From an optimization exercise on the open Yosys and OpenROAD flow, aimed at small area; shortcuts taken in it are not production practice. Only simulation tests tie the RTL to the original design; equivalence was not proved. No activity file was given, so power comes from the tool's default toggle rates.

==> tundra <==
==> flow/design.v <==
module bp_oai22 (
  input  logic a1, a2, b1, b2,
  output logic y
);
  assign y = ~((a1 | a2) & (b1 | b2));
endmodule
module bp_aoi222 (
  input  logic a1, a2, b1, b2, c1, c2,
  output logic y
);
  assign y = ~((a1 & a2) | (b1 & b2) | (c1 & c2));
endmodule
module bp_rd16 (
  input  logic [15:0] sel,
  input  logic [15:0] d,
  output logic        y
);
  logic [5:0] t;
  for (genvar g = 0; g < 5; g++) begin : g_aoi
    bp_aoi222 u_aoi (
      .a1(sel[3*g]),   .a2(d[3*g]),
      .b1(sel[3*g+1]), .b2(d[3*g+1]),
      .c1(sel[3*g+2]), .c2(d[3*g+2]),
      .y(t[g])
    );
  end
  assign t[5] = ~(sel[15] & d[15]);
  assign y = ~&t;
endmodule
module bp_dec16 (
  input  logic [3:0]  a,
  output logic [15:0] y
);
  for (genvar i = 0; i < 16; i++) begin : g_y
    assign y[i] = (a == 4'(i));
  end
endmodule
module bp_eq26 (
  input  logic [25:0] a,
  input  logic [25:0] b,
  output logic        eq
);
  assign eq = ~|(a ^ b);
endmodule
module branch_predictor (
  input  logic        clk,
  input  logic        reset,
  input  logic [31:0] pc,
  output logic        pred_taken,
  output logic [31:0] pred_pc,
  input  logic        upd_en,
  input  logic [31:0] upd_pc,
  input  logic        upd_taken,
  input  logic [31:0] upd_target,
  input  logic        upd_mispredict,
  output logic [31:0] hit_cnt,
  output logic [31:0] mispred_cnt
);
  localparam int DEPTH = 16;
  localparam int EW = 59;
  logic [DEPTH-1:0] r_valid;
  logic [DEPTH-1:0] r_tk;       
  logic [EW-1:0]    r_ent   [DEPTH];
  logic [EW-1:0]    w_ent_d [DEPTH];
  logic             r_ph;
  logic [31:0] r_hit_cnt;
  logic [31:0] r_mispred_cnt;
  logic [DEPTH-1:0] w_rsel, w_usel;
  logic             w_rtk, w_uvalid, w_utk;
  logic [EW-1:0]    w_rent, w_uent;
  logic             w_req, w_ueq, w_uhit;
  logic [1:0]       w_ucnt, w_ucnt_next;
  logic [EW-1:0]    w_wdata;
  logic [25:0]      w_rtag_x;
  assign hit_cnt     = r_hit_cnt;
  assign mispred_cnt = r_mispred_cnt;
  bp_dec16 u_rdec (.a(pc[5:2]),     .y(w_rsel));
  bp_dec16 u_udec (.a(upd_pc[5:2]), .y(w_usel));
  logic [DEPTH-1:0] w_col [EW];
  for (genvar b = 0; b < EW; b++) begin : g_col
    for (genvar i = 0; i < DEPTH; i++) begin : g_row
      assign w_col[b][i] = r_ent[i][b];
    end
    if (b < 58) begin : g_rd
      bp_rd16 u_rd (.sel(w_rsel), .d(w_col[b]), .y(w_rent[b]));
    end else begin : g_nord
      assign w_rent[b] = 1'b0;
    end
    if (b < 26 || b == 58) begin : g_ud
      bp_rd16 u_ud (.sel(w_usel), .d(w_col[b]), .y(w_uent[b]));
    end else begin : g_noud
      assign w_uent[b] = 1'b0;
    end
  end
  bp_rd16 u_rd_tk (.sel(w_rsel), .d(r_tk),    .y(w_rtk));
  bp_rd16 u_ud_tk (.sel(w_usel), .d(r_tk),    .y(w_utk));
  bp_rd16 u_ud_v  (.sel(w_usel), .d(r_valid), .y(w_uvalid));
  assign w_wdata = {w_ucnt_next[0], upd_target, upd_pc[31:6]} ^ {EW{r_ph}};
  assign w_rtag_x = pc[31:6] ^ {26{r_ph}};
  bp_eq26 u_req (.a(w_rent[25:0]), .b(w_rtag_x),     .eq(w_req));
  bp_eq26 u_ueq (.a(w_uent[25:0]), .b(w_wdata[25:0]), .eq(w_ueq));
  assign w_uhit     = w_uvalid & w_ueq;
  assign w_ucnt     = {w_utk, w_uent[58] ^ r_ph};
  assign pred_taken = w_rtk & w_req;
  assign pred_pc    = pred_taken ? w_rent[57:26] ^ {32{r_ph}}
                                 : {pc[31:2] + 30'd1, pc[1:0]};
  always_comb begin
    if (!w_uhit)        w_ucnt_next = 2'd2;
    else if (upd_taken) w_ucnt_next = (w_ucnt == 2'd3) ? 2'd3 : w_ucnt + 2'd1;
    else                w_ucnt_next = (w_ucnt == 2'd0) ? 2'd0 : w_ucnt - 2'd1;
  end
  wire w_upd   = upd_en & ~reset;
  wire w_alloc = w_upd & upd_taken;
  wire w_cwr   = w_upd & (upd_taken | w_uhit);
  for (genvar i = 0; i < DEPTH; i++) begin : g_wr
    wire we  = w_alloc & w_usel[i];
    wire cwe = w_cwr & w_usel[i];
    for (genvar b = 0; b < EW; b++) begin : g_bit
      if (b < 58) begin : g_tt
        bp_oai22 u_hold (.a1(~we), .a2(w_wdata[b]), .b1(we), .b2(r_ent[i][b]),
                         .y(w_ent_d[i][b]));
      end else begin : g_cn
        bp_oai22 u_hold (.a1(~cwe), .a2(w_wdata[b]), .b1(cwe), .b2(r_ent[i][b]),
                         .y(w_ent_d[i][b]));
      end
    end
  end
  always_ff @(posedge clk) begin
    r_ph <= ~r_ph & ~reset;
    for (int i = 0; i < DEPTH; i++) begin
      r_ent[i] <= w_ent_d[i];
      if (reset) begin
        r_valid[i] <= 1'b0;
        r_tk[i]    <= 1'b0;
      end else begin
        if (w_alloc & w_usel[i]) r_valid[i] <= 1'b1;
        if (w_cwr & w_usel[i])   r_tk[i]    <= w_ucnt_next[1];
      end
    end
  end
  always_ff @(posedge clk) begin
    if (reset) begin
      r_hit_cnt     <= '0;
      r_mispred_cnt <= '0;
    end else if (upd_en) begin
      if (w_uhit)         r_hit_cnt     <= r_hit_cnt + 32'd1;
      if (upd_mispredict) r_mispred_cnt <= r_mispred_cnt + 32'd1;
    end
  end
endmodule
==> flow/run.sh <==
#!/bin/bash
# synth_recipe.tcl (not shown) runs the flow's synth.tcl, then flattens the netlist and writes it again
# the make line also repeats each setting of config.mk as NAME=value (left out here)
make -C /OpenROAD-flow-scripts/flow DESIGN_CONFIG=/design/flow/config.mk WORK_HOME=/design/flow/orfs CLKGATE_MAP_FILE= SYNTH_SCRIPT=/design/flow/synth_recipe.tcl finish
==> flow/config.mk <==
export PLATFORM = sky130hd
export DESIGN_NAME = branch_predictor
export DESIGN_NICKNAME = branch_predictor
export VERILOG_FILES = /design/flow/design.v
export SDC_FILE = /design/flow/constraint.sdc
export NUM_CORES = 4
export LEC_CHECK = 0
export CAP_MARGIN = 20
export CORE_MARGIN = 2
export CORE_UTILIZATION = 40
export SETUP_SLACK_MARGIN = 0.3
export SLEW_MARGIN = 20
export SYNTH_HIERARCHICAL = 1
==> flow/constraint.sdc <==
create_clock -name core_clock -period 7.0 [get_ports {clk}]
set_input_delay 1.4000 -clock core_clock [delete_from_list [all_inputs] [get_ports {clk}]]
set_output_delay 1.4000 -clock core_clock [all_outputs]
set_load 0.01 [all_outputs]
==> inputs of pepper, as changes to tundra <==
==> flow/flow/run.sh (new file) <==
#!/bin/bash
set -euo pipefail
cd "$(dirname "$0")/.."
export BUFFER_PORTS_ARGS="-buffer_cell sky130_fd_sc_hd__buf_1"
export CTS_ARGS="-sink_clustering_enable -repair_clock_nets -sink_clustering_size 28 -sink_clustering_max_diameter 100 -dont_use_dummy_load"
bash standard.sh > standard_flow.log 2>&1
==> flow/standard.sh (new file) <==
#!/bin/bash
# synth_recipe.tcl (not shown) runs the flow's synth.tcl, then flattens the netlist and writes it again
# the make line also repeats each setting of config.mk as NAME=value (left out here)
make -C /OpenROAD-flow-scripts/flow DESIGN_CONFIG=/design/flow/config.mk WORK_HOME=/design/flow/orfs CLKGATE_MAP_FILE= SYNTH_SCRIPT=/design/flow/synth_recipe.tcl "${@:-finish}"
CORE_UTILIZATION = 50   (was 40)
SETUP_SLACK_MARGIN = 0.2   (was 0.3)
removed: flow/run.sh
==> inputs of indigo, as changes to tundra <==
==> flow/flow/run.sh (new file) <==
#!/bin/bash
set -euo pipefail
cd "$(dirname "$0")/.."
export BUFFER_PORTS_ARGS="-buffer_cell sky130_fd_sc_hd__buf_1"
export CTS_ARGS="-sink_clustering_enable -repair_clock_nets -sink_clustering_size 26 -sink_clustering_max_diameter 70 -dont_use_dummy_load"
bash standard.sh > standard_flow.log 2>&1
==> flow/standard.sh (new file) <==
#!/bin/bash
# synth_recipe.tcl (not shown) runs the flow's synth.tcl, then flattens the netlist and writes it again
# the make line also repeats each setting of config.mk as NAME=value (left out here)
make -C /OpenROAD-flow-scripts/flow DESIGN_CONFIG=/design/flow/config.mk WORK_HOME=/design/flow/orfs CLKGATE_MAP_FILE= SYNTH_SCRIPT=/design/flow/synth_recipe.tcl "${@:-finish}"
PLACE_DENSITY = 0.75   (was unset)
SETUP_SLACK_MARGIN = 0.2   (was 0.3)
removed: flow/run.sh
==> qor summary <==
| metric | pepper | tundra | indigo |
|---|---|---|---|
| Setup slack after placement | 87.3 ps | -193 ps | 17.3 ps |
| Aggregate routed wire length | 164000 um | 169000 um | 154000 um |
| Share of total power in combinational logic | 0.143 | 0.122 | 0.139 |
| Global-route wire length before repair | 236000 um | 242000 um | 227000 um |
| Smallest hold slack | 451 ps | 446 ps | 447 ps |
| Post-placement cell area | 0.0416 mm^2 | 0.0436 mm^2 | 0.0418 mm^2 |
| Number of design-rule violations left by the first detailed-router iteration | 8010 | 7026 | 9220 |
| Die Outline Area | 0.0788 mm^2 | 0.0982 mm^2 | 0.0982 mm^2 |
| Status | timing/DRC/antenna clean | timing/DRC/antenna clean | timing/DRC/antenna clean |
| Overall via count from detail_route | 38500 | 38700 | 38200 |
| Gpl congestion | 0.889 | 0.899 | 0.919 |
| Data arrival time of the critical path | 5400 ps | 5240 ps | 5510 ps |
| Wire length on met2 | 69500 um | 70900 um | 63000 um |
| Routed wire length per instance | 33.5 um | 31.3 um | 29.8 um |
| Ratio of total power to cell area | 287 mW/mm^2 | 318 mW/mm^2 | 290 mW/mm^2 |

========
==> v27 <==
// branch_predictor: RTL as listed in full above, without the edits since
==> flow/config.mk <==
export PLATFORM = sky130hd
export DESIGN_NAME = branch_predictor
export DESIGN_NICKNAME = branch_predictor
export VERILOG_FILES = /design/flow/design.v
export SDC_FILE = /design/flow/constraint.sdc
export NUM_CORES = 4
export LEC_CHECK = 0
export CAP_MARGIN = 20
export CORE_MARGIN = 2
export CORE_UTILIZATION = 45
export SETUP_SLACK_MARGIN = 0.2
export SLEW_MARGIN = 20
export SYNTH_HIERARCHICAL = 1
==> flow/constraint.sdc <==
create_clock -name core_clock -period 7.0 [get_ports {clk}]
set_input_delay 1.4000 -clock core_clock [delete_from_list [all_inputs] [get_ports {clk}]]
set_output_delay 1.4000 -clock core_clock [all_outputs]
set_load 0.01 [all_outputs]
standard.sh (not shown) runs the stock make flow with config.mk's settings and CLKGATE_MAP_FILE= SYNTH_SCRIPT=/design/flow/synth_recipe.tcl, a recipe that flattens the netlist after the stock synthesis.
==> flow/flow/run.sh <==
#!/bin/bash
set -euo pipefail
cd "$(dirname "$0")/.."
export BUFFER_PORTS_ARGS="-buffer_cell sky130_fd_sc_hd__buf_1"
export CTS_ARGS="-sink_clustering_enable -repair_clock_nets -sink_clustering_size 30 -sink_clustering_max_diameter 100 -dont_use_dummy_load"
bash standard.sh > standard_flow.log 2>&1
==> v3 (differences from v27) <==
==> flow/run.sh (new file) <==
#!/bin/bash
# synth_recipe.tcl (not shown) runs the flow's synth.tcl, then flattens the netlist and writes it again
# the make line also repeats each setting of config.mk as NAME=value (left out here)
make -C /OpenROAD-flow-scripts/flow DESIGN_CONFIG=/design/flow/config.mk WORK_HOME=/design/flow/orfs CLKGATE_MAP_FILE= SYNTH_SCRIPT=/design/flow/synth_recipe.tcl finish
- CAP_MARGIN: 20 -> 5
- CORE_UTILIZATION: 45 -> 40
- CTS_CLUSTER_DIAMETER: not set -> 80
- CTS_CLUSTER_SIZE: not set -> 30
- SLEW_MARGIN: 20 -> 5
removed: flow/flow/run.sh
removed: flow/standard.sh
==> v16 (differences from v27) <==
==> flow/design.v (replaced) <==
module bp_oa22 (
  input  logic a1, a2, b1, b2,
  output logic y
);
  assign y = (a1 | a2) & (b1 | b2);
endmodule
module bp_aoi222 (
  input  logic a1, a2, b1, b2, c1, c2,
  output logic y
);
  assign y = ~((a1 & a2) | (b1 & b2) | (c1 & c2));
endmodule
module bp_rd16 (
  input  logic [15:0] sel,
  input  logic [15:0] d,
  output logic        y
);
  logic [5:0] t;
  for (genvar g = 0; g < 5; g++) begin : g_aoi
    bp_aoi222 u_aoi (
      .a1(sel[3*g]),   .a2(d[3*g]),
      .b1(sel[3*g+1]), .b2(d[3*g+1]),
      .c1(sel[3*g+2]), .c2(d[3*g+2]),
      .y(t[g])
    );
  end
  assign t[5] = ~(sel[15] & d[15]);
  assign y = ~&t;
endmodule
module branch_predictor (
  input  logic        clk,
  input  logic        reset,
  input  logic [31:0] pc,
  output logic        pred_taken,
  output logic [31:0] pred_pc,
  input  logic        upd_en,
  input  logic [31:0] upd_pc,
  input  logic        upd_taken,
  input  logic [31:0] upd_target,
  input  logic        upd_mispredict,
  output logic [31:0] hit_cnt,
  output logic [31:0] mispred_cnt
);
  localparam int DEPTH = 16;
  localparam int EW = 60;
  logic [DEPTH-1:0] r_valid;
  logic [EW-1:0]    r_ent [DEPTH];
  logic [EW-1:0]    w_ent_d [DEPTH];
  logic [31:0] r_hit_cnt;
  logic [31:0] r_mispred_cnt;
  logic [DEPTH-1:0] w_rsel, w_usel;
  logic             w_rvalid, w_uvalid;
  logic [EW-1:0]    w_rent, w_uent;
  logic             w_hit, w_uhit;
  logic [1:0]       w_ucnt, w_ucnt_next;
  logic [EW-1:0]    w_wdata;
  assign hit_cnt     = r_hit_cnt;
  assign mispred_cnt = r_mispred_cnt;
  always_comb begin
    w_rsel = '0;
    w_usel = '0;
    w_rsel[pc[5:2]]     = 1'b1;
    w_usel[upd_pc[5:2]] = 1'b1;
  end
  logic [DEPTH-1:0] w_col [EW];
  for (genvar b = 0; b < EW; b++) begin : g_col
    for (genvar i = 0; i < DEPTH; i++) begin : g_row
      assign w_col[b][i] = r_ent[i][b];
    end
    if (b != 58) begin : g_rd
      bp_rd16 u_rd (.sel(w_rsel), .d(w_col[b]), .y(w_rent[b]));
    end else begin : g_nord
      assign w_rent[b] = 1'b0;
    end
    if (b < 26 || b >= 58) begin : g_ud
      bp_rd16 u_ud (.sel(w_usel), .d(w_col[b]), .y(w_uent[b]));
    end else begin : g_noud
      assign w_uent[b] = 1'b0;
    end
  end
  bp_rd16 u_rd_v (.sel(w_rsel), .d(r_valid), .y(w_rvalid));
  bp_rd16 u_ud_v (.sel(w_usel), .d(r_valid), .y(w_uvalid));
  assign w_ucnt     = w_uent[59:58];
  assign w_hit      = w_rvalid & (w_rent[25:0] == pc[31:6]);
  assign w_uhit     = w_uvalid & (w_uent[25:0] == upd_pc[31:6]);
  assign pred_taken = w_hit & w_rent[59];
  assign pred_pc    = pred_taken ? w_rent[57:26] : {pc[31:2] + 30'd1, pc[1:0]};
  always_comb begin
    if (!w_uhit)        w_ucnt_next = 2'd2;
    else if (upd_taken) w_ucnt_next = (w_ucnt == 2'd3) ? 2'd3 : w_ucnt + 2'd1;
    else                w_ucnt_next = (w_ucnt == 2'd0) ? 2'd0 : w_ucnt - 2'd1;
  end
  assign w_wdata = {w_ucnt_next, upd_target, upd_pc[31:6]};
  wire w_upd   = upd_en & ~reset;
  wire w_alloc = w_upd & upd_taken;
  wire w_cwr   = w_upd & (upd_taken | w_uhit);
  for (genvar i = 0; i < DEPTH; i++) begin : g_wr
    wire we  = w_alloc & w_usel[i];
    wire cwe = w_cwr & w_usel[i];
    for (genvar b = 0; b < EW; b++) begin : g_bit
      if (b < 58) begin : g_tt
        bp_oa22 u_hold (.a1(~we), .a2(w_wdata[b]), .b1(we), .b2(r_ent[i][b]),
                        .y(w_ent_d[i][b]));
      end else begin : g_cn
        bp_oa22 u_hold (.a1(~cwe), .a2(w_wdata[b]), .b1(cwe), .b2(r_ent[i][b]),
                        .y(w_ent_d[i][b]));
      end
    end
  end
  always_ff @(posedge clk) begin
    for (int i = 0; i < DEPTH; i++) begin
      r_ent[i] <= w_ent_d[i];
      if (reset) r_valid[i] <= 1'b0;
      else if (w_alloc & w_usel[i]) r_valid[i] <= 1'b1;
    end
  end
  always_ff @(posedge clk) begin
    if (reset) begin
      r_hit_cnt     <= '0;
      r_mispred_cnt <= '0;
    end else if (upd_en) begin
      if (w_uhit)         r_hit_cnt     <= r_hit_cnt + 32'd1;
      if (upd_mispredict) r_mispred_cnt <= r_mispred_cnt + 32'd1;
    end
  end
endmodule
==> flow/run.sh (new file) <==
#!/bin/bash
# synth_recipe.tcl (not shown) runs the flow's synth.tcl, then flattens the netlist and writes it again
# the make line also repeats each setting of config.mk as NAME=value (left out here)
make -C /OpenROAD-flow-scripts/flow DESIGN_CONFIG=/design/flow/config.mk WORK_HOME=/design/flow/orfs CLKGATE_MAP_FILE= SYNTH_SCRIPT=/design/flow/synth_recipe.tcl finish
- CORE_UTILIZATION: 45 -> 40
- SETUP_SLACK_MARGIN: 0.2 -> 0.3
removed: flow/flow/run.sh
removed: flow/standard.sh
==> summary of the runs <==
v16 finished but fails on setup timing. v3 completed with no timing, DRC or antenna violations. v27 finished with timing, DRC and antenna clean. In v3 the via count is higher than in v16, by about 0.53%. Synthesized area: v16 is higher than v3 (about 2.7%). Against v27, the global-route usage of v16 is lower by 2.9 points. Between v3 and v27, the lower design area is in v27 (gap 6.3%, measured against v27). Between v3 and v16, the lower sequential cell count is in v16 (gap 1). Against v3, the clock power of v16 is larger by 67%. Clock skew, lowest first: v16, v3, v27. Of v3 and v16, v16 has the higher sequential power (gap 6.3%, measured against v16). Clock-buffer cell count, highest first: v16, v3, v27. In v3 the hold slack is lower than in v16, by 0.016 ns.
==> figures <==
quantity	v16	v3	v27
Placement-stage cell area	45800 sq um	43500 sq um	41800 sq um
Start of the worst register-to-register path	r_ent[0][16]	r_ph	r_ph
CLK BUF	161	52	42
Data arrival time of the critical path	5.63 ns	5.34 ns	5.20 ns
Area fraction in and, or, nand and nor cells after synthesis	8.94%	9.55%	9.55%
Beginning of the critical path	pc[2]	pc[4]	pc[4]
Top-area cell type share of the netlist area	53.0%	54.4%	54.4%
Combined global-route utilization of all metal layers	31.5%	31.9%	34.4%
Power Density	327 nW/um^2	286 nW/um^2	285 nW/um^2
Non-clock buffering overhead in the final layout	10.4%	9.09%	5.01%
Result of the run	finished with violations	timing/DRC/antenna clean	timing/DRC/antenna clean
Violated checks	setup timing	-	-
Post CTS Setup Buffer Count	40	20	0
Post-Synthesis Net Count	3556	3664	3664
Net switching power	0.00440 W	0.00379 W	0.00347 W
Number of flip-flops under the largest register name	960	944	944
Die X-Extent	317 microns	313 microns	296 microns
Initial core utilization	40.5%	40.3%	45.6%
Row Count	114	113	106
Register area	20800 sq um	20800 sq um	20800 sq um
Share of cells above drive strength 1	17.1%	10.5%	8.44%
Initial antenna violation count	8	6	0

-- re-timing with driven ports --
The flow's constraints put no driver on any port. The routed layouts listed below were extracted and timed again, unchanged, in two steps.
Step 1 (the two cells are an assumption about what drives the block):
set clk [get_ports {clk}]
set_driving_cell -lib_cell sky130_fd_sc_hd__clkbuf_16 $clk
set_driving_cell -lib_cell sky130_fd_sc_hd__buf_2 [delete_from_list [all_inputs] $clk]
Step 2 also shifts input and output timing later by t, the mid clock arrival at the registers, as if the neighbouring blocks saw the same clock.
Three values: ideal ports, drivers, drivers and shift; two values: the first two.
run | shift t [ns] | setup slack, ns | worst setup path at the end
tundra | 0.755 | 0.358 / 0.340 / 0.179 | input to register
pepper | 0.700 | 0.202 / 0.176 / 0.176 | input to output
indigo | 0.726 | 0.091 / 0.066 / 0.066 | input to output
v27 | 0.676 | 0.404 / 0.380 / 0.155 | input to register
v3 | 0.718 | 0.259 / 0.229 / 0.168 | input to register
v16 | 0.784 | -0.031 / -0.125 / -0.125 | input to output
For v27, which loses most, drivers alone change the setup slack by -0.024 ns; drivers and shift together by -0.249 ns.
